Context: an optimization exercise on an open-source flow, tuned for small area, a short achievable clock period and few clock cycles per item. The choices shown serve that exercise and are no tape-out recipe. Function was checked by simulation only, so behaviour that the tests miss may differ from the original.

// sparse_top
module sparse_top #(
  parameter int LANES     = sparse_cfg_pkg::LANES_DEF,
  parameter int DATA_W    = sparse_cfg_pkg::DATA_W_DEF,
  parameter int ACC_W     = sparse_cfg_pkg::ACC_W_DEF,
  parameter int OUT_SHIFT = sparse_cfg_pkg::SHIFT_DEF
) (
  input  logic                    clk,
  input  logic                    rst_n,
  input  logic [LANES*DATA_W-1:0] weights_in,
  input  logic                    weights_valid,
  output logic                    weights_ready,
  input  logic [LANES*DATA_W-1:0] act_packed,
  input  logic [LANES-1:0]        act_mask,
  input  logic                    act_last,
  input  logic                    act_valid,
  output logic                    act_ready,
  output logic [LANES*DATA_W-1:0] out_packed,
  output logic [LANES-1:0]        out_mask,
  output logic                    out_valid,
  input  logic                    out_ready
);
For scale: roughly 330 flip-flops, about 110 I/O pins, ~25000 um^2 of cells after synthesis.
make LEC_CHECK=0 ABC_AREA=1 CAP_MARGIN=20 CORE_MARGIN=2 CORE_UTILIZATION=60 SETUP_SLACK_MARGIN=3.8 SLEW_MARGIN=20 finish   # period 7.0 ns
run.sh (not shown) runs the stock make flow with config.mk's settings and CLKGATE_MAP_FILE= SYNTH_SCRIPT=/design/flow/synth_recipe.tcl, a recipe that flattens the netlist after the stock synthesis.
The starting point finished clean.
Testbench counts at the start, summed over its fixed seeds: cycles 11,168, groups 2,400.
Rerun with:
- CORE_UTILIZATION: 60 -> 50
- TNS_END_PERCENT: unset -> 0
Result:
- non-clock buffer count goes down by 3
- worst hold slack gets worse by 0.0086 ns
- setup slack gets worse by 0.046 ns
- cell count goes up by a few percent
- routed wire length goes up slightly
- critical path depth goes down by 5
- synthesized area is unchanged

* * *

Starting RTL as in the previous note.
export LEC_CHECK = 0
export ABC_AREA = 1
export CAP_MARGIN = 20
export CORE_MARGIN = 2
export CORE_UTILIZATION = 50
export SETUP_SLACK_MARGIN = 4
export SLEW_MARGIN = 20
export TNS_END_PERCENT = 10
create_clock -name core_clock -period 7.0 [get_ports {clk}]
Testbench counts at the start, summed over its fixed seeds: cycles 11,168, groups 2,400.
Next try:
SETUP_SLACK_MARGIN = 3.8   (was 4)
TNS_END_PERCENT = unset   (was 10)
Outcome:
- The new run passed the timing, DRC and antenna checks
- setup slack is worse by 0.021 ns
- sequential cell count does not change
- clock skew goes down by 0.0042 ns
- maximum frequency fell by 0.69%
- synthesized cell count does not change
- count of clock-buffer cells in the layout falls by 1
- utilization shrinks by 0.20 points
Next try:
ABC_AREA = unset   (was 1)
CORE_UTILIZATION = 40   (was 50)
SETUP_SLACK_MARGIN = 4   (was 3.8)
Result: The changed run passed the timing, DRC and antenna checks; worst setup slack degrades by 0.54 ns; non-clock buffer count came out higher by 181; hold slack gets worse by 0.019 ns.

* * *

## job 7267
sparse_top again, from the RTL that the note above started with.
export LEC_CHECK = 0
export ABC_AREA = 1
export CAP_MARGIN = 20
export CORE_MARGIN = 2
export CORE_UTILIZATION = 50
export CTS_CLUSTER_DIAMETER = 250
export CTS_CLUSTER_SIZE = 25
export SETUP_SLACK_MARGIN = 4
export SLEW_MARGIN = 20
export TNS_END_PERCENT = 10
create_clock -name core_clock -period 7.0 [get_ports {clk}]
Both conditions hold for job 7267: the flow ran to the end and the final layout passed the timing, DRC and antenna checks.
Testbench counts of job 7267, summed over its fixed seeds: cycles 11,168, groups 2,400.
--- input diff job 7267..job 1845 ---
Settings: TNS_END_PERCENT: 10 -> unset; SETUP_SLACK_MARGIN: 4 -> 3.8.
==> comparison <==
Job 1845 -> job 7267: net count of the mapped netlist delta 0, exact match. Of job 1845 and job 7267, the higher global-route wire length before repair belongs to job 7267. From job 7267 to job 1845 the numbers moved as follows: final wirelength has decreased; via count down 97; global-route usage was more or less identical; design area -about 0.6%; sequential share of layout area grew by 0.23 points. Job 1845 vs job 7267, end point of the critical path: encoder.out_packed[17] vs mac.acc_q[3][17]. Run comparison: job 1845 cell with the largest stage delay on the worst path sky130_fd_sc_hd__nor4_1; job 7267 cell with the largest stage delay on the worst path sky130_fd_sc_hd__fa_1.

## re-timing with driven ports
No port has a modelled driver above. Below, the same layouts with a new extraction and two added sets of constraints. Step 1 (the two cells are an assumption about what drives the block):
set clk [get_ports {clk}]
set_driving_cell -lib_cell sky130_fd_sc_hd__clkbuf_16 $clk
set_driving_cell -lib_cell sky130_fd_sc_hd__buf_2 [delete_from_list [all_inputs] $clk]
Step 2 moves the port delays by t, midway between the first and last clock arrival at a register: inputs arrive t later, outputs are due t later. That takes back most of the time a late clock gives input paths. Slacks: ideal / step 1 / step 2; pairs: ideal / step 1.
run | t (ns) | setup WS [ns] | pins driven straight from the clock port
the first run of note 1 | 0.615 | 3.922 / 3.922 / 3.384 | 1
the second run of note 1 | 0.612 | 3.876 / 3.876 / 3.349 | 1
the first run of note 2 | 0.612 | 3.946 / 3.946 / 3.444 | 1
the second run of note 2 | 0.617 | 3.925 / 3.925 / 3.410 | 1
the third run of note 2 | 0.617 | 3.380 / 3.380 / 3.380 | 1
job 7267 | 0.583 | 3.937 / 3.937 / 3.429 | 1
job 1845 | 0.593 | 3.954 / 3.954 / 3.411 | 1
After both steps setup and hold are still met in every run listed. The setup slack of job 1845, which loses most, moves by 0.000 ns with the drivers and by -0.543 ns with both steps.
